Background: an optimization exercise with open tools, aiming at small area, a short achievable clock period and few clock cycles. Do not read the settings as production practice.
Only simulation tests tie the RTL to the original design; equivalence was not proved.
Power is estimated from default activity; no workload was simulated.

$ cat design/flow/design.v
`default_nettype none
package epa_pkg;
  localparam int SCALAR_W = 32;
  localparam int APB_DW   = 32;
  localparam int APB_AW   = 4;
  localparam int N_ITER = 32;
  localparam logic [3:0] OP_ADD = 4'd0, OP_SUB = 4'd1, OP_RED = 4'd2, OP_MUL = 4'd3,
                         OP_DBLR = 4'd4, OP_BR = 4'd5, OP_CALL = 4'd6, OP_RET = 4'd7,
                         OP_SKIPZ = 4'd8, OP_SHK = 4'd9, OP_LDK = 4'd10, OP_FIN = 4'd11,
                         OP_ABSK = 4'd12, OP_LDH = 4'd13, OP_GCD = 4'd14, OP_CALLC = 4'd15;
  localparam logic [3:0] C_ZA = 4'd0, C_KMSB = 4'd1, C_CNT0 = 4'd2, C_KADD = 4'd3,
                         C_KDBL = 4'd4, C_KMUL = 4'd5, C_KCHK = 4'd6, C_PINF = 4'd7,
                         C_QINF = 4'd8, C_NEG = 4'd9, C_ALW = 4'd10, C_DNEG = 4'd11,
                         C_R2V = 4'd12;
  localparam logic [7:0] PC_START = 8'd0;
  function automatic logic [29:0] epa_rom(input logic [7:0] addr);
    case (addr)
      8'd0: epa_rom = 30'h30001400;   
      8'd1: epa_rom = 30'h34001400;   
      8'd2: epa_rom = 30'h14001805;   
      8'd3: epa_rom = 30'h00841400;   
      8'd4: epa_rom = 30'h1088943f;   
      8'd5: epa_rom = 30'h0ddc9400;   
      8'd6: epa_rom = 30'h0e209400;   
      8'd7: epa_rom = 30'h0d909400;   
      8'd8: epa_rom = 30'h14000c19;   
      8'd9: epa_rom = 30'h14000a26;   
      8'd10: epa_rom = 30'h0e649400;   
      8'd11: epa_rom = 30'h0f689400;   
      8'd12: epa_rom = 30'h03001400;   
      8'd13: epa_rom = 30'h0ec85400;   
      8'd14: epa_rom = 30'h14000816;   
      8'd15: epa_rom = 30'h14002e12;   
      8'd16: epa_rom = 30'h1400105b;   
      8'd17: epa_rom = 30'h14001449;   
      8'd18: epa_rom = 30'h14003014;   
      8'd19: epa_rom = 30'h02c01400;   
      8'd20: epa_rom = 30'h18001475;   
      8'd21: epa_rom = 30'h14001449;   
      8'd22: epa_rom = 30'h14000e5b;   
      8'd23: epa_rom = 30'h1800145e;   
      8'd24: epa_rom = 30'h14001449;   
      8'd25: epa_rom = 30'h02401400;   
      8'd26: epa_rom = 30'h02801400;   
      8'd27: epa_rom = 30'h14000e25;   
      8'd28: epa_rom = 30'h0f221400;   
      8'd29: epa_rom = 30'h0f5dd400;   
      8'd30: epa_rom = 30'h03759400;   
      8'd31: epa_rom = 30'h0f75d400;   
      8'd32: epa_rom = 30'h0ed49400;   
      8'd33: epa_rom = 30'h0376d400;   
      8'd34: epa_rom = 30'h07335400;   
      8'd35: epa_rom = 30'h14300025;   
      8'd36: epa_rom = 30'h2c001400;   
      8'd37: epa_rom = 30'h2c001402;   
      8'd38: epa_rom = 30'h14000e5b;   
      8'd39: epa_rom = 30'h14003229;   
      8'd40: epa_rom = 30'h06021400;   
      8'd41: epa_rom = 30'h20001400;   
      8'd42: epa_rom = 30'h1400045b;   
      8'd43: epa_rom = 30'h025c1400;   
      8'd44: epa_rom = 30'h03601400;   
      8'd45: epa_rom = 30'h03001400;   
      8'd46: epa_rom = 30'h0ec85400;   
      8'd47: epa_rom = 30'h24001431;   
      8'd48: epa_rom = 30'h14001449;   
      8'd49: epa_rom = 30'h0fa65400;   
      8'd50: epa_rom = 30'h06b71400;   
      8'd51: epa_rom = 30'h0f2a9400;   
      8'd52: epa_rom = 30'h0eead400;   
      8'd53: epa_rom = 30'h02bb9400;   
      8'd54: epa_rom = 30'h02ab9400;   
      8'd55: epa_rom = 30'h02a99400;   
      8'd56: epa_rom = 30'h0f671400;   
      8'd57: epa_rom = 30'h0e6a9400;   
      8'd58: epa_rom = 30'h0f331400;   
      8'd59: epa_rom = 30'h02eed400;   
      8'd60: epa_rom = 30'h03775400;   
      8'd61: epa_rom = 30'h03775400;   
      8'd62: epa_rom = 30'h03b75400;   
      8'd63: epa_rom = 30'h06679400;   
      8'd64: epa_rom = 30'h07765400;   
      8'd65: epa_rom = 30'h0f6b5400;   
      8'd66: epa_rom = 30'h03331400;   
      8'd67: epa_rom = 30'h03331400;   
      8'd68: epa_rom = 30'h03331400;   
      8'd69: epa_rom = 30'h03b31400;   
      8'd70: epa_rom = 30'h0db99400;   
      8'd71: epa_rom = 30'h3c000275;   
      8'd72: epa_rom = 30'h24001431;   
      8'd73: epa_rom = 30'h06b71400;   
      8'd74: epa_rom = 30'h142c005b;   
      8'd75: epa_rom = 30'h0b6c1400;   
      8'd76: epa_rom = 30'h070c1400;   
      8'd77: epa_rom = 30'h03801400;   
      8'd78: epa_rom = 30'h01841400;   
      8'd79: epa_rom = 30'h28001400;   
      8'd80: epa_rom = 30'h38335400;   
      8'd81: epa_rom = 30'h0bb81400;   
      8'd82: epa_rom = 30'h070f9400;   
      8'd83: epa_rom = 30'h13331480;   
      8'd84: epa_rom = 30'h0f731400;   
      8'd85: epa_rom = 30'h0fb05400;   
      8'd86: epa_rom = 30'h0f339400;   
      8'd87: epa_rom = 30'h0f779400;   
      8'd88: epa_rom = 30'h0e671400;   
      8'd89: epa_rom = 30'h0eab5400;   
      8'd90: epa_rom = 30'h2c001400;   
      8'd91: epa_rom = 30'h02401400;   
      8'd92: epa_rom = 30'h02801400;   
      8'd93: epa_rom = 30'h2c001401;   
      8'd94: epa_rom = 30'h0fa65400;   
      8'd95: epa_rom = 30'h06b71400;   
      8'd96: epa_rom = 30'h0f2a9400;   
      8'd97: epa_rom = 30'h0eead400;   
      8'd98: epa_rom = 30'h02bb9400;   
      8'd99: epa_rom = 30'h02ab9400;   
      8'd100: epa_rom = 30'h02a99400;   
      8'd101: epa_rom = 30'h0f671400;   
      8'd102: epa_rom = 30'h0e6a9400;   
      8'd103: epa_rom = 30'h0f331400;   
      8'd104: epa_rom = 30'h02eed400;   
      8'd105: epa_rom = 30'h03775400;   
      8'd106: epa_rom = 30'h03775400;   
      8'd107: epa_rom = 30'h03b75400;   
      8'd108: epa_rom = 30'h06679400;   
      8'd109: epa_rom = 30'h07765400;   
      8'd110: epa_rom = 30'h0f6b5400;   
      8'd111: epa_rom = 30'h03331400;   
      8'd112: epa_rom = 30'h03331400;   
      8'd113: epa_rom = 30'h03331400;   
      8'd114: epa_rom = 30'h03b31400;   
      8'd115: epa_rom = 30'h0db99400;   
      8'd116: epa_rom = 30'h1c001400;   
      8'd117: epa_rom = 30'h142c2080;   
      8'd118: epa_rom = 30'h025c1400;   
      8'd119: epa_rom = 30'h03601400;   
      8'd120: epa_rom = 30'h1400367a;   
      8'd121: epa_rom = 30'h07435400;   
      8'd122: epa_rom = 30'h03001400;   
      8'd123: epa_rom = 30'h02c41400;   
      8'd124: epa_rom = 30'h12eed41f;   
      8'd125: epa_rom = 30'h01901400;   
      8'd126: epa_rom = 30'h1199941f;   
      8'd127: epa_rom = 30'h1c001400;   
      8'd128: epa_rom = 30'h0faed400;   
      8'd129: epa_rom = 30'h06b71400;   
      8'd130: epa_rom = 30'h0f22d400;   
      8'd131: epa_rom = 30'h0f5f9400;   
      8'd132: epa_rom = 30'h0f339400;   
      8'd133: epa_rom = 30'h07765400;   
      8'd134: epa_rom = 30'h0fb75400;   
      8'd135: epa_rom = 30'h14003689;   
      8'd136: epa_rom = 30'h07031400;   
      8'd137: epa_rom = 30'h07329400;   
      8'd138: epa_rom = 30'h14342091;   
      8'd139: epa_rom = 30'h1430008e;   
      8'd140: epa_rom = 30'h02c01400;   
      8'd141: epa_rom = 30'h1c001400;   
      8'd142: epa_rom = 30'h03681400;   
      8'd143: epa_rom = 30'h03001400;   
      8'd144: epa_rom = 30'h1400145e;   
      8'd145: epa_rom = 30'h0eef5400;   
      8'd146: epa_rom = 30'h0f779400;   
      8'd147: epa_rom = 30'h0d9b9400;   
      8'd148: epa_rom = 30'h0e679400;   
      8'd149: epa_rom = 30'h0d9b9400;   
      8'd150: epa_rom = 30'h0eab5400;   
      8'd151: epa_rom = 30'h0fb31400;   
      8'd152: epa_rom = 30'h03765400;   
      8'd153: epa_rom = 30'h03765400;   
      8'd154: epa_rom = 30'h07bb5400;   
      8'd155: epa_rom = 30'h06679400;   
      8'd156: epa_rom = 30'h0f725400;   
      8'd157: epa_rom = 30'h02781400;   
      8'd158: epa_rom = 30'h03281400;   
      8'd159: epa_rom = 30'h1c001400;   
      default: epa_rom = {22'd0, addr};   
    endcase
  endfunction
endpackage
`default_nettype wire
`default_nettype none
module epa_alu #(
  parameter int DG = 4
) (
  input  logic [32:0]   ss_i,
  input  logic [32:0]   sc_i,
  input  logic [31:0]   a,
  input  logic [32:0]   ap,
  input  logic [30:0]   p,
  input  logic [DG-1:0] bd,
  output logic [32:0]   ss_o,
  output logic [32:0]   sc_o
);
  logic [32:0] ss, sc, m0, m1, s0, s1, c0, c1;
  logic        q;
  always_comb begin
    ss = ss_i;
    sc = sc_i;
    for (int j = 0; j < DG; j++) begin
      m0 = bd[j] ? {1'b0, a} : 33'd0;
      m1 = bd[j] ? ap : {2'b00, p};
      s0 = ss ^ sc ^ m0;
      c0 = (ss & sc) | (ss & m0) | (sc & m0);
      s1 = ss ^ sc ^ m1;
      c1 = (ss & sc) | (ss & m1) | (sc & m1);
      q  = ss[0] ^ sc[0] ^ m0[0];
      ss = q ? {1'b0, s1[32:1]} : {1'b0, s0[32:1]};
      sc = q ? c1 : c0;
    end
    ss_o = ss;
    sc_o = sc;
  end
endmodule
`default_nettype wire
`default_nettype none
module ecc_point_arithmetic_gfp_top #(
  parameter int FIELD_BITS = 31
) (
  input  logic                           clk,
  input  logic                           rst,
  input  logic                           in_valid,
  output logic                           in_ready,
  input  logic [1:0]                     kind,
  input  logic [FIELD_BITS-1:0]          p_x,
  input  logic [FIELD_BITS-1:0]          p_y,
  input  logic                           p_inf,
  input  logic [FIELD_BITS-1:0]          q_x,
  input  logic [FIELD_BITS-1:0]          q_y,
  input  logic                           q_inf,
  input  logic signed [epa_pkg::SCALAR_W-1:0] scalar,
  output logic                           out_valid,
  input  logic                           out_ready,
  output logic [FIELD_BITS-1:0]          r_x,
  output logic [FIELD_BITS-1:0]          r_y,
  output logic                           r_inf,
  output logic                           on_curve,
  input  logic                           psel,
  input  logic                           penable,
  input  logic                           pwrite,
  input  logic [epa_pkg::APB_AW-1:0]     paddr,
  input  logic [epa_pkg::APB_DW-1:0]     pwdata,
  output logic [epa_pkg::APB_DW-1:0]     prdata,
  output logic                           pready
);
  localparam int W  = FIELD_BITS;
  localparam int DG = 4;                           
  localparam int NC = epa_pkg::N_ITER / DG;        
  localparam logic [1:0] KIND_ADD = 2'd0;
  localparam logic [1:0] KIND_DBL = 2'd1;
  localparam logic [1:0] KIND_MUL = 2'd2;
  localparam logic [1:0] KIND_CHK = 2'd3;
  localparam logic [1:0] REG_MODULUS = 2'd0;
  localparam logic [1:0] REG_CURVE_A = 2'd1;
  localparam logic [1:0] REG_CURVE_B = 2'd2;
  localparam logic [3:0] R_ZERO = 4'd0, R_ONE = 4'd1, R_RC = 4'd2, R_CP = 4'd3,
                         R_CA = 4'd4, R_CB = 4'd5, R_AM = 4'd6, R_PX = 4'd7, R_PY = 4'd8,
                         R_X = 4'd9, R_Y = 4'd10, R_Z = 4'd11, R_T1 = 4'd12, R_T2 = 4'd13,
                         R_T3 = 4'd14, R_K = 4'd15;
  localparam logic [2:0] A_ADD = 3'd0, A_SUB = 3'd1, A_RED = 3'd2, A_CPA = 3'd3,
                         A_RAW = 3'd4, A_GCD = 3'd5, A_AP = 3'd6;
  localparam logic [2:0] G_UV = 3'd0, G_VSUB = 3'd1, G_ADDRS = 3'd2,
                         G_S2 = 3'd4, G_R2 = 3'd5;
  logic [W-1:0] modulus, curve_a, curve_b;
  logic         cfg_wr;
  logic [31:0] am, px, py, rx, ry, rz, t1, t2, t3;
  logic [31:0] rc2;             
  logic        r2v;
  logic        busy, busy_nx, ov_nx;
  logic [7:0]  pc, pc_nx, ret;
  logic [29:0] ir, ir_nx;
  logic [3:0]  op, dst, op_nx;
  logic [4:0]  cnd;
  logic [7:0]  tgt;
  logic [6:0]  mc0, mc1;
  logic        cond, zf, zph;
  logic        mbz0, mbz1, cp0, cp1, cp0_nx, cp1_nx, cpa, stall, hz, sa_hz, sb_hz, d_hz;
  logic        free0, free1, c_cu;
  logic [3:0]  md0, md1, sa, sb;
  logic [6:0]  rc;              
  logic [15:0] soa, sob;         
  logic [2:0]  gst, gst_nx;
  logic        g_gtr;
  logic        g_ue, g_ve, g_gt, g_vz, g_stay;
  logic [3:0]  wdst, g_ra, g_rb;
  logic [1:0]  op_kind;
  logic        pinf, qinf, neg;
  logic [33:0] kreg, hreg;       
  logic        knz;
  logic [6:0]  cnt, cnt_nx;
  logic        f_c0, f_c1, f_c2n;    
  logic [31:0] rda, rdb;
  logic [32:0] ss0, sc0, ssn0, scn0, ap0, ss1, sc1, ssn1, scn1, ap1;
  logic [31:0] ma0, mb0, ma1, mb1;
  logic [33:0] s3, c3, kneg, apn;
  logic [33:0] xa, yb, kk, u, w;
  logic [31:0] res, res_r, r_gsh, r_base, res_a_r, res_w_r;
  logic        res_s_r;
  logic        r_selw, r_gpick;      
  logic [3:0]  wd_r;
  logic        wv_r, fa_nx, fb_nx, vz_r;
  logic        wen, za;
  logic [2:0]  aop_nx;
  logic        c_xss, c_cin;
  logic [4:0]  c_yb;             
  logic [3:0]  c_kk;             
  logic        mul_go;
  logic [3:0]  c_res;            
  assign pready   = 1'b1;
  assign cfg_wr   = psel & penable & pwrite;
  assign r_x      = rx[W-1:0];
  assign r_y      = ry[W-1:0];
  always_comb begin
    prdata = '0;
    case (paddr[3:2])
      REG_MODULUS: prdata = epa_pkg::APB_DW'(modulus);
      REG_CURVE_A: prdata = epa_pkg::APB_DW'(curve_a);
      REG_CURVE_B: prdata = epa_pkg::APB_DW'(curve_b);
      default:     prdata = '0;
    endcase
  end
  always_ff @(posedge clk) begin
    if (rst || cfg_wr) r2v <= 1'b0;
    else if (busy && wv_r && wd_r == R_RC) r2v <= 1'b1;
  end
  always_ff @(posedge clk) begin
    if (rst) begin
      modulus <= W'(97);
      curve_a <= W'(2);
      curve_b <= W'(3);
    end else if (cfg_wr) begin
      case (paddr[3:2])
        REG_MODULUS: modulus <= pwdata[W-1:0];
        REG_CURVE_A: curve_a <= pwdata[W-1:0];
        REG_CURVE_B: curve_b <= pwdata[W-1:0];
        default: ;
      endcase
    end
  end
  always_comb begin
    op  = ir[29:26];
    dst = ir[25:22];
    sa  = ir[21:18];
    sb  = ir[17:14];
    cnd = ir[13:9];
    tgt = ir[7:0];
  end
  function automatic logic [31:0] rdoh(input logic [15:0] oh, input logic [W-1:0] cp,
                                       input logic [W-1:0] ca, input logic [W-1:0] cb,
                                       input logic [31:0] am_, input logic [31:0] px_,
                                       input logic [31:0] py_, input logic [31:0] x_,
                                       input logic [31:0] y_, input logic [31:0] z_,
                                       input logic [31:0] t1_, input logic [31:0] t2_,
                                       input logic [31:0] t3_, input logic [31:0] fw_,
                                       input logic [31:0] rc_);
    rdoh = ({32{oh[R_K]}} & fw_) | ({31'd0, oh[R_ONE]}) | ({32{oh[R_RC]}} & rc_) |
           ({32{oh[R_CP]}} & {1'b0, cp}) | ({32{oh[R_CA]}} & {1'b0, ca}) |
           ({32{oh[R_CB]}} & {1'b0, cb}) | ({32{oh[R_AM]}} & am_) |
           ({32{oh[R_PX]}} & px_) | ({32{oh[R_PY]}} & py_) |
           ({32{oh[R_X]}} & x_) | ({32{oh[R_Y]}} & y_) | ({32{oh[R_Z]}} & z_) |
           ({32{oh[R_T1]}} & t1_) | ({32{oh[R_T2]}} & t2_) | ({32{oh[R_T3]}} & t3_);
  endfunction
  always_comb begin
    rda = rdoh(soa, modulus, curve_a, curve_b, am, px, py, rx, ry, rz, t1, t2, t3, res_r, rc2);
    rdb = rdoh(sob, '0, '0, '0, am, px, py, rx, ry, rz, t1, t2, t3, res_r, rc2);
    za  = (rda == 32'd0);
  end
  epa_alu #(
    .DG (DG)
  ) u_mul0 (
    .ss_i (ss0),
    .sc_i (sc0),
    .a    (ma0),
    .ap   (ap0),
    .p    (modulus),
    .bd   (mb0[DG-1:0]),
    .ss_o (ssn0),
    .sc_o (scn0)
  );
  epa_alu #(
    .DG (DG)
  ) u_mul1 (
    .ss_i (ss1),
    .sc_i (sc1),
    .a    (ma1),
    .ap   (ap1),
    .p    (modulus),
    .bd   (mb1[DG-1:0]),
    .ss_o (ssn1),
    .sc_o (scn1)
  );
  function automatic logic [33:0] padd(input logic [33:0] x, input logic [33:0] y,
                                       input logic ci);
    logic [34:0] g, pp;
    g  = {x & y, ci};
    pp = {x ^ y, 1'b0};
    for (int d = 1; d < 35; d = d * 2) begin
      for (int i = 34; i >= d; i--) begin
        g[i]  = g[i] | (pp[i] & g[i-d]);
        pp[i] = pp[i] & pp[i-d];
      end
    end
    padd = (x ^ y) ^ g[33:0];
  endfunction
  function automatic logic [2:0] aop_of(input logic [3:0] o, input logic [2:0] g,
                                        input logic mf);
    case (o)
      epa_pkg::OP_SUB: aop_of = A_SUB;
      epa_pkg::OP_RED: aop_of = A_RED;
      epa_pkg::OP_MUL: aop_of = A_AP;
      epa_pkg::OP_GCD: aop_of = (g == G_UV || g == G_VSUB) ? A_GCD : A_RAW;
      default:         aop_of = A_ADD;
    endcase
  endfunction
  always_comb begin
    xa = c_xss ? {1'b0, c_cu ? ss1 : ss0} : {2'b00, rda};
    yb = ({34{c_yb[0]}} & {2'b00, rdb}) | ({34{c_yb[1]}} & ~{2'b00, rdb}) |
         ({34{c_yb[2]}} & {3'b000, modulus}) | ({34{c_yb[3]}} & ~{3'b000, modulus}) |
         ({34{c_yb[4]}} & {1'b0, c_cu ? sc1 : sc0});
    kk = ({34{c_kk[0]}} & ~{3'b000, modulus}) | ({34{c_kk[1]}} & {3'b000, modulus}) |
         {34{c_kk[3]}};
    u  = padd(xa, yb, c_cin);
    s3 = xa ^ yb ^ kk;
    c3 = {(xa[32:0] & yb[32:0]) | (xa[32:0] & kk[32:0]) | (yb[32:0] & kk[32:0]), c_kk[0]};
    w  = padd(s3, c3, c_cin);
    apn = padd({2'b00, rda}, {3'b000, modulus}, 1'b0);
    r_selw  = (c_res[0] & ~w[33]) | (c_res[1] & u[33]);
    r_gpick = c_res[2] & (~rda[0] | ~rdb[0]);
    r_gsh   = !rda[0] ? {1'b0, rda[31:1]} : {1'b0, rdb[31:1]};
    r_base  = c_res[2] ? u[32:1] : u[31:0];
    res = r_selw ? w[31:0] : r_gpick ? r_gsh : r_base;
    res_r = res_s_r ? res_w_r : res_a_r;
    if (op == epa_pkg::OP_ABSK) kneg = padd(~kreg, 34'd0, 1'b1);
    else kneg = padd(kreg, {kreg[32:0], 1'b0}, 1'b0);
    knz = kreg[33] ^ hreg[33];
  end
  always_comb begin
    case (cnd[3:0])
      epa_pkg::C_ZA:    cond = zf;
      epa_pkg::C_KMSB:  cond = knz;
      epa_pkg::C_DNEG:  cond = (op_kind == KIND_MUL) & kreg[33] & ~hreg[33];
      epa_pkg::C_CNT0:  cond = f_c0;
      epa_pkg::C_KADD:  cond = (op_kind == KIND_ADD);
      epa_pkg::C_KDBL:  cond = (op_kind == KIND_DBL);
      epa_pkg::C_KMUL:  cond = (op_kind == KIND_MUL);
      epa_pkg::C_KCHK:  cond = (op_kind == KIND_CHK);
      epa_pkg::C_PINF:  cond = pinf;
      epa_pkg::C_QINF:  cond = qinf;
      epa_pkg::C_NEG:   cond = neg;
      epa_pkg::C_R2V:   cond = r2v;
      default: cond = 1'b1;
    endcase
    cond = cond ^ cnd[4];
  end
  always_comb begin
    pc_nx = pc + 8'd1;
    wen   = 1'b0;
    wdst  = dst;
    cpa   = cp0 | cp1;
    sa_hz = (mbz0 && sa == md0) || (mbz1 && sa == md1);
    sb_hz = (mbz0 && sb == md0) || (mbz1 && sb == md1);
    d_hz  = (mbz0 && dst == md0) || (mbz1 && dst == md1);
    case (op)
      epa_pkg::OP_ADD, epa_pkg::OP_SUB: hz = sa_hz | sb_hz | d_hz;
      epa_pkg::OP_RED:  hz = sa_hz | d_hz;
      epa_pkg::OP_BR:   hz = (cnd[3:0] == epa_pkg::C_ZA) & sa_hz;
      epa_pkg::OP_MUL:  hz = sa_hz | sb_hz;
      epa_pkg::OP_DBLR, epa_pkg::OP_GCD, epa_pkg::OP_FIN: hz = mbz0 | mbz1;
      default:          hz = 1'b0;
    endcase
    free0  = !mbz0 | cp0;
    free1  = !mbz1 | cp1;
    mul_go = !hz & (free0 | free1);
    stall  = (op == epa_pkg::OP_MUL) ? !mul_go : (cpa | hz);
    g_ue   = ~rda[0];
    g_ve   = ~rdb[0];
    g_gt   = ~w[33];
    g_vz   = vz_r;
    g_stay = 1'b0;
    gst_nx = G_UV;
    g_ra   = R_T1;
    g_rb   = R_T2;
    if (op == epa_pkg::OP_GCD) begin
      case (gst)
        G_UV: begin
          wdst   = (g_ue || !g_ve) ? R_T1 : R_T2;
          g_stay = ~g_vz;
          gst_nx = g_vz ? G_UV : g_ue ? G_S2 : g_ve ? G_R2 : G_ADDRS;
        end
        G_ADDRS: begin
          wdst   = g_gtr ? R_T3 : R_AM;
          g_stay = 1'b1;
          gst_nx = g_gtr ? G_S2 : G_VSUB;
        end
        G_VSUB: begin wdst = R_T2; g_stay = 1'b1; gst_nx = G_R2; end
        G_S2:   begin wdst = R_AM; g_stay = 1'b1; gst_nx = G_UV; end
        default: begin wdst = R_T3; g_stay = 1'b1; gst_nx = G_UV; end
      endcase
      case (gst_nx)
        G_UV:    begin g_ra = R_T1; g_rb = R_T2; end
        G_VSUB:  begin g_ra = R_T2; g_rb = R_T1; end
        G_S2:    begin g_ra = R_AM; g_rb = R_AM; end
        G_R2:    begin g_ra = R_T3; g_rb = R_T3; end
        default: begin g_ra = R_T3; g_rb = R_AM; end
      endcase
    end
    case (op)
      epa_pkg::OP_ADD, epa_pkg::OP_SUB, epa_pkg::OP_RED: wen = 1'b1;
      epa_pkg::OP_DBLR: begin
        if (tgt[7]) begin
          wen = !f_c2n;
          if (wen) pc_nx = pc;
        end else begin
          wen = 1'b1;
          if (rc != tgt[6:0]) pc_nx = pc;
        end
      end
      epa_pkg::OP_GCD: begin
        if (gst == G_UV) wen = ~g_vz & (g_ue | g_ve | g_gt);
        else wen = 1'b1;
        if (g_stay) pc_nx = pc;
      end
      epa_pkg::OP_BR: begin
        if (cnd[3:0] == epa_pkg::C_ZA && !zph) pc_nx = pc;
        else if (cond) pc_nx = tgt;
      end
      epa_pkg::OP_CALL: pc_nx = tgt;
      epa_pkg::OP_CALLC: if (cond) pc_nx = tgt;
      epa_pkg::OP_RET:  pc_nx = ret;
      epa_pkg::OP_SKIPZ: if (!knz && !f_c0) pc_nx = pc;
      epa_pkg::OP_SHK:  if (!f_c1) pc_nx = tgt;
      default: ;
    endcase
    if (stall) begin
      pc_nx = pc;
      wen   = 1'b0;
    end
    if (cpa) begin
      wen  = 1'b1;
      wdst = cp1 ? md1 : md0;
    end
    if (!busy) pc_nx = epa_pkg::PC_START;
    ir_nx = epa_pkg::epa_rom(pc_nx);
    if (busy && op == epa_pkg::OP_GCD && g_stay && !stall) begin
      fa_nx = 1'b0;
      fb_nx = 1'b0;
    end else begin
      fa_nx = busy & wen & (wdst == ir_nx[21:18]);
      fb_nx = busy & wen & (wdst == ir_nx[17:14]);
    end
    op_nx = ir_nx[29:26];
    cp0_nx = mbz0 && !cp0 && (mc0 == 7'(NC - 1));
    cp1_nx = mbz1 && !cp1 && (mc1 == 7'(NC - 1));
    aop_nx = (cp0_nx | cp1_nx) ? A_CPA :
             aop_of(op_nx, (busy && op == epa_pkg::OP_GCD && g_stay && !stall) ? gst_nx : gst, 1'b1);
    busy_nx = busy ? !(op == epa_pkg::OP_FIN && !stall) : (in_valid & in_ready);
    ov_nx   = (busy && op == epa_pkg::OP_FIN && !stall) | (out_valid & ~out_ready);
    if (rst) begin
      busy_nx = 1'b0;
      ov_nx   = 1'b0;
    end
  end
  always_comb begin
    cnt_nx = cnt;
    if (busy && !stall) begin
      case (op)
        epa_pkg::OP_SKIPZ: if (!knz && !f_c0) cnt_nx = cnt - 7'd1;
        epa_pkg::OP_SHK:   cnt_nx = cnt - 7'd1;
        epa_pkg::OP_LDK:   cnt_nx = 7'd0;
        epa_pkg::OP_GCD:   if (gst == G_UV && !g_vz) cnt_nx = cnt + 7'd1;
        epa_pkg::OP_DBLR:  if (tgt[7] && !f_c2n) cnt_nx = cnt + 7'd1;
        default: ;
      endcase
    end
    if (in_ready) cnt_nx = 7'd33;
  end
  always_ff @(posedge clk) begin
    busy      <= busy_nx;
    out_valid <= ov_nx;
    in_ready  <= ~busy_nx & ~ov_nx;
  end
  always_ff @(posedge clk) begin
    pc  <= pc_nx;
    ir  <= ir_nx;
    if (busy && op == epa_pkg::OP_GCD && g_stay && !stall) begin
      soa <= fa_nx ? 16'h8000 : 16'd1 << g_ra;
      sob <= fb_nx ? 16'h8000 : 16'd1 << g_rb;
      gst <= gst_nx;
      if (gst == G_UV) g_gtr <= g_gt;
    end else begin
      soa <= fa_nx ? 16'h8000 : 16'd1 << ir_nx[21:18];
      sob <= fb_nx ? 16'h8000 : 16'd1 << ir_nx[17:14];
      if (!(busy && op == epa_pkg::OP_GCD && stall)) gst <= G_UV;
    end
    res_a_r <= r_gpick ? r_gsh : r_base;
    res_w_r <= w[31:0];
    res_s_r <= r_selw;
    cnt   <= cnt_nx;
    f_c0  <= (cnt_nx == 7'd0);
    f_c1  <= (cnt_nx == 7'd1);
    f_c2n <= (cnt_nx == 7'(2 * epa_pkg::N_ITER));
    wd_r  <= wdst;
    wv_r  <= busy & wen;
    vz_r  <= (((wv_r && wd_r == R_T2) ? res_r : t2) == 32'd0);
    c_xss <= (aop_nx == A_CPA);
    c_cu  <= cp1_nx;
    c_cin <= (aop_nx == A_SUB) | (aop_nx == A_RED) | (aop_nx == A_GCD);
    c_yb  <= {aop_nx == A_CPA, aop_nx == A_RED, 1'b0,
              (aop_nx == A_SUB) | (aop_nx == A_GCD),
              (aop_nx == A_ADD) | (aop_nx == A_RAW)};
    c_kk  <= {aop_nx == A_GCD, 1'b0, (aop_nx == A_SUB) | (aop_nx == A_RED),
              (aop_nx == A_ADD) | (aop_nx == A_CPA)};
    c_res <= {(aop_nx == A_RAW) | (aop_nx == A_AP), aop_nx == A_GCD,
              (aop_nx == A_SUB) | (aop_nx == A_RED), (aop_nx == A_ADD) | (aop_nx == A_CPA)};
    if (!stall) zph <= busy && op == epa_pkg::OP_BR && cnd[3:0] == epa_pkg::C_ZA && !zph;
    zf  <= za;
    cp0 <= cp0_nx;
    cp1 <= cp1_nx;
    if (!busy) begin
      mbz0 <= 1'b0;
      mbz1 <= 1'b0;
      mc0  <= 7'd0;
      mc1  <= 7'd0;
    end else begin
      if (op == epa_pkg::OP_MUL && !stall && free0) begin
        ma0  <= rda;
        mb0  <= rdb;
        ap0  <= apn[32:0];
        ss0  <= '0;
        sc0  <= '0;
        md0  <= dst;
        mbz0 <= 1'b1;
        mc0  <= 7'd0;
      end else if (mbz0) begin
        mb0 <= mb0 >> DG;
        ss0 <= ssn0;
        sc0 <= scn0;
        mc0 <= mc0 + 7'd1;
        if (cp0) mbz0 <= 1'b0;
      end
      if (op == epa_pkg::OP_MUL && !stall && !free0) begin
        ma1  <= rda;
        mb1  <= rdb;
        ap1  <= apn[32:0];
        ss1  <= '0;
        sc1  <= '0;
        md1  <= dst;
        mbz1 <= 1'b1;
        mc1  <= 7'd0;
      end else if (mbz1) begin
        mb1 <= mb1 >> DG;
        ss1 <= ssn1;
        sc1 <= scn1;
        mc1 <= mc1 + 7'd1;
        if (cp1) mbz1 <= 1'b0;
      end
    end
    if (busy && !stall) begin
      if (op == epa_pkg::OP_DBLR) rc <= (rc == tgt[6:0]) ? 7'd0 : rc + 7'd1;
      else rc <= 7'd0;
      if (op == epa_pkg::OP_CALL || (op == epa_pkg::OP_CALLC && cond)) ret <= pc + 8'd1;
      case (op)
        epa_pkg::OP_SKIPZ: if (!knz && !f_c0) begin
          kreg <= kreg << 1;
          hreg <= hreg << 1;
        end
        epa_pkg::OP_SHK: begin
          kreg <= kreg << 1;
          hreg <= hreg << 1;
        end
        epa_pkg::OP_ABSK: if (neg) kreg <= {2'b00, kneg[31:0]};
        epa_pkg::OP_LDH:  hreg <= kneg;
        epa_pkg::OP_FIN: begin
          r_inf    <= tgt[0];
          on_curve <= tgt[1];
        end
        default: ;
      endcase
    end else if (!busy) begin
      rc <= 7'd0;
    end
    if (in_ready) begin
      px      <= {1'b0, p_x};
      py      <= {1'b0, p_y};
      rx      <= {1'b0, (kind == KIND_ADD) ? q_x : p_x};
      ry      <= {1'b0, (kind == KIND_ADD) ? q_y : p_y};
      kreg    <= {2'b00, scalar};
      neg     <= scalar[31];
      op_kind <= kind;
      pinf    <= p_inf;
      qinf    <= q_inf;
    end else if (wv_r) begin
      case (wd_r)
        R_AM: am <= res_r;
        R_RC: rc2 <= res_r;
        R_PX: px <= res_r;
        R_PY: py <= res_r;
        R_X:  rx <= res_r;
        R_Y:  ry <= res_r;
        R_Z:  rz <= res_r;
        R_T1: t1 <= res_r;
        R_T2: t2 <= res_r;
        R_T3: t3 <= res_r;
        default: ;
      endcase
    end
  end
endmodule
`default_nettype wire
$ cat design/flow/run.sh
#!/bin/bash
# synth_recipe.tcl (not shown) runs the flow's synth.tcl, then flattens the netlist and writes it again
# the make line also repeats each setting of config.mk as NAME=value (left out here)
make -C /OpenROAD-flow-scripts/flow DESIGN_CONFIG=/design/flow/config.mk WORK_HOME=/design/flow/orfs CLKGATE_MAP_FILE= SYNTH_SCRIPT=/design/flow/synth_recipe.tcl finish
$ cat design/flow/config.mk
export PLATFORM = sky130hd
export DESIGN_NAME = ecc_point_arithmetic_gfp_top
export DESIGN_NICKNAME = ecc_point_arithmetic_gfp_top
export VERILOG_FILES = /design/flow/design.v
export SDC_FILE = /design/flow/constraint.sdc
export NUM_CORES = 4
export LEC_CHECK = 0
export CAP_MARGIN = 20
export CORE_MARGIN = 2
export CORE_UTILIZATION = 50
export SETUP_SLACK_MARGIN = 4
export SLEW_MARGIN = 20
$ cat design/flow/constraint.sdc
create_clock -name core_clock -period 10.0 [get_ports {clk}]
set_input_delay 2.0000 -clock core_clock [delete_from_list [all_inputs] [get_ports {clk}]]
set_output_delay 2.0000 -clock core_clock [all_outputs]
set_load 0.01 [all_outputs]
==> impl_table.tex <==
\begin{tabular}{lr}
\hline
Metric & Value \\
\hline
\multicolumn{2}{l}{\textbf{Setup path}} \\
Depth of the most critical reg-to-reg path & 17 \\
Worst Path Class, Setup & in -> out \\
Crit path max fanout & 32 \\
Required @ worst endpoint & 8.00 ns \\
CP Capture Type & output pin \\
Arrival time of the worst setup path & 3.98 ns \\
End of the worst register-to-register path & ss0[17] \\
Critical register-to-register path startpoint & mb0[0] \\
Worst Setup Start Kind & primary input \\
R2r setup slk & 4.08 ns \\
\multicolumn{2}{l}{\textbf{Drt}} \\
Antenna viol nets, final & 0 \\
Number of detailed-routing iterations run before antenna repair & 8 \\
Wire per inst & 28.5 um \\
Via count & 65800 \\
DRC violations left & 0 \\
1st-iter DRT viols & 7836 \\
Detailed Route WL & 293000 um \\
Vias per Instance & 6.40 \\
\multicolumn{2}{l}{\textbf{Synthesis}} \\
Synth Net Count & 8839 \\
Unique cell type count in the Yosys netlist & 102 \\
Yosys reg bits & 1016 \\
Gate count after technology mapping & 7913 \\
Biggest area contributors in the synthesized netlist & sky130\_fd\_sc\_hd\_\_edfxtp\_1 (28\%), sky130\_fd\_sc\_hd\_\_fa\_1 (14\%), sky130\_fd\_sc\_hd\_\_dfxtp\_1 (7.0\%) \\
Yosys Warn Count & 2 \\
Area of the mapped netlist & 78200 um2 \\
Part of the Yosys area used for sequential elements & 35.5\% \\
FFs w/ async S/R, synth & 0\% \\
Most instantiated library cell after synthesis & sky130\_fd\_sc\_hd\_\_nand2\_1 \\
Mean instance size in the synthesized netlist & 9.88 um2 \\
Commonest cells in the netlist & sky130\_fd\_sc\_hd\_\_nand2\_1 (880), sky130\_fd\_sc\_hd\_\_edfxtp\_1 (741), sky130\_fd\_sc\_hd\_\_fa\_1 (540), sky130\_fd\_sc\_hd\_\_nor2\_1 (509), sky130\_fd\_sc\_hd\_\_inv\_1 (502) \\
Cell type with the largest total area after synthesis & sky130\_fd\_sc\_hd\_\_edfxtp\_1 \\
Top cell type's share of synthesized area & 28.5\% \\
Primary flip-flop cell chosen by synthesis mapping & sky130\_fd\_sc\_hd\_\_edfxtp\_1 \\
Number of enable flip-flop cells after synthesis & 741 \\
\multicolumn{2}{l}{\textbf{Power and ir drop}} \\
Maximum resistive drop on vdd & 411 uV \\
Overall power & 24.7 mW \\
Total leakage power & 36.0 nW \\
Power per Cell Area & 273 nW/um2 \\
\multicolumn{2}{l}{\textbf{Timing}} \\
Peak Freq & 167 MHz \\
Setup repair after global routing missed its margin & false \\
Worst clock skew & 0.0994 ns \\
Ratio of final minimum period to clock period & 59.8\% \\
Final hold slack & 0.438 ns \\
Number of hold-slack violations in the final timing report & 0 \\
Endpoints failing setup & 0 \\
Pins Over Slew Limit & 0 \\
Final sum of negative setup slack & 0 ns \\
Transition time of the tightest slew-check pin & 1.20 ns \\
Final min period & 5.98 ns \\
Relative slew margins & 19.6\% \\
\multicolumn{2}{l}{\textbf{Worst hold path}} \\
Min-delay worst type & reg -> reg \\
Worst hold path startpoint & mc0[6] \\
Worst hold path cell count & 1 \\
Worst Hold End & cp0 \\
\multicolumn{2}{l}{\textbf{Layout}} \\
Core Util, Final & 58.2\% \\
Ratio of cells with drive above 1 in the final layout & 14.7\% \\
Filler cell count in the final layout & 13400 \\
Net count, final & 9039 \\
Area growth from synthesis to final layout & 15.9\% \\
\multicolumn{2}{l}{\textbf{Place}} \\
Placed wire-length estimate after detailed placement & 198000 um \\
Buffers on Ports & 296 \\
Routability congestion estimate & 1.00 \\
\multicolumn{2}{l}{\textbf{Floorplanning}} \\
Die X-Extent & 399 um \\
FP Rows & 145 \\
\# IOs & 302 \\
Core region area & 156000 um2 \\
Die Area & 160000 um2 \\
Starting utilization of the core area & 50.2\% \\
Die extent in y & 399 um \\
\multicolumn{2}{l}{\textbf{Clock network}} \\
Clock latency at the later pin of the worst-skew pair & 0.81 ns \\
Hold-fix buffers at CTS & 0 \\
TritonCTS clock tree & yes \\
CTS H-tree depth & 3 \\
Clock root buffer master & sky130\_fd\_sc\_hd\_\_clkbuf\_16 \\
Clock buffer depth & 3 \\
Number of buffers added by the clock tree synthesis step & 116 \\
CTS sink cnt & 1016 \\
Clock slew seen by the registers of the worst setup and hold paths & 0.06 ns \\
\multicolumn{2}{l}{\textbf{GRT}} \\
Initial antenna violation count & 19 \\
Number of global-route vias before repair & 64200 \\
Congestion Overflow GR & 0 \\
Wire length of the first global-routing pass & 424000 um \\
Maximum number of pins on one net before global-route repair & 84 \\
GR Util All Layers & 35.7\% \\
\multicolumn{2}{l}{\textbf{Job}} \\
Number of maximum-capacitance violations & 0 \\
\multicolumn{2}{l}{\textbf{Status}} \\
Result of the run & timing/DRC/antenna clean \\
\hline
\end{tabular}
==> cells in the final DEF, fill, tap and decap left out, drive strengths merged, types with 183 or more instances in the layout <==
| cell type | count |
|---|---|
| nand2 | 882 |
| edfxtp | 741 |
| fa | 540 |
| inv | 512 |
| nor2 | 509 |
| mux2i | 458 |
| a21oi | 421 |
| o21ai | 400 |
| mux2 | 397 |
| buf | 341 |
| and2 | 283 |
| clkdlybuf4s50 | 282 |
| dfxtp | 275 |
| a22oi | 249 |
| ha | 183 |
==> where the power goes <==
part           internal [mW]  leakage (nW)  total (mW)  switching [mW]
Sequential              5.44          9.19        5.89           0.451
Combinational           5.57          24.8        14.2            8.59
Clock                   2.70          2.02        4.66            1.96
==> per-layer routing <==
| layer | routed length (um) | vias up | GRT usage [%] |
|---|---|---|---|
| met5 | 36 | - | 0.333 |
| met3 | 32900 | 725 | 8.61 |
| met2 | 126000 | 3802 | 53.0 |
| met1 | 121000 | 32700 | 50.0 |
| li1 | - | 28600 | - |
| met4 | 12900 | 6 | 14.1 |
==> stage by stage <==
| stage | worst slack (ns) | area, um2 | cells |
|---|---|---|---|
| 6_report | 4.02 | 90600 | 10300 |
| 5_1_grt | 3.90 | 90600 | 10300 |
| 4_1_cts | 3.90 | 88700 | 10200 |
| 3_5_place_dp | 1.98 | 82900 | 9879 |
| 3_3_place_gp | 1.97 | 82900 | 9879 |
| 2_1_floorplan | 4.00 | 78200 | 7913 |
==> cell families after synthesis <==
group / Yosys count / synth area share, %
simple gates: 2320 / 13.9
compound gates: 1715 / 14.3
buf+inv: 1076 / 5.54
flops: 1016 / 35.5
mux: 855 / 11.6
fa+ha+maj: 723 / 16.8
xor+xnor: 206 / 2.33
other cells: 2 / 0.00961
==> worst max-delay path, stage by stage <==
cell,delay (ns)
sky130_fd_sc_hd__clkdlybuf4s50_1,0.56
sky130_fd_sc_hd__nor2b_4,0.20
sky130_fd_sc_hd__buf_12,0.26
sky130_fd_sc_hd__nand2_1,0.08
sky130_fd_sc_hd__o21ai_0,0.09
sky130_fd_sc_hd__clkdlybuf4s50_1,0.73
==> worst max path at each step <==
| stage | start | end | slack (ns) | cells past startpoint |
|---|---|---|---|---|
| after detailed placement | ma1[0] | ss1[0] | 1.98 | 13 |
| final | paddr[2] | prdata[7] | 4.02 | 6 |
| after CTS | soa[13] | ap0[31] | 3.90 | 23 |
| after floorplan | res_s_r | res_a_r[30] | 4.00 | 23 |
| after global placement | ma1[0] | ss1[0] | 1.97 | 13 |
| after global routing | sob[12] | wv_r | 3.90 | 26 |
==> state kept, by name, indices dropped and copies added, names as in the netlist, 33 cells and up <==
name / cells
sc1: 33
ap0: 33
kreg: 34
sc0: 33
hreg: 34
ap1: 33
==> cell type report <==
type	count	area [um2]	area share, %
inverters	510	1940	2.14
clock inverters	67	880	0.971
repair buffers	648	6610	7.29
flip-flops and latches	1016	27800	30.7
multi-input cells	5821	47500	52.4
diodes	15	37.5	0.0414
clock buffers	155	3270	3.61
well taps	2058	2570	2.84
==> repair_timing <==
item,CTS,global route
endpoints found under the hold margin,0,0
gates cloned,4,10
setup endpoints to repair,272,202
buffers inserted,67,92
resized for setup,201,206
pin swaps,31,78
Testbench counts, summed over its fixed seeds: cycles 80,975.

[afterwards: timing with drivers on the ports]
The flow's constraints put no driver on any port. The routed layout listed below was extracted and timed again, unchanged, in two steps. Step 1 (the two cells are an assumption about what drives the block):
set clk [get_ports {clk}]
set_driving_cell -lib_cell sky130_fd_sc_hd__clkbuf_16 $clk
set_driving_cell -lib_cell sky130_fd_sc_hd__buf_2 [delete_from_list [all_inputs] $clk]
Step 2 times the ports against the registers' clock, not the clock port: input delays grow and output delays shrink by t, the midpoint of the rising clock arrivals with the driver on. a / b / c = no drivers / after step 1 / after step 2; a / b = the first two.
shift t [ns]: 0.857
setup slack, ns: 4.021 / 3.975 / 3.975
worst register clock-pin slew, ns: 0.08 / 0.08
After both steps setup and hold are still met in this run. For this run, drivers alone change the setup slack by -0.046 ns; drivers and shift together by -0.046 ns.
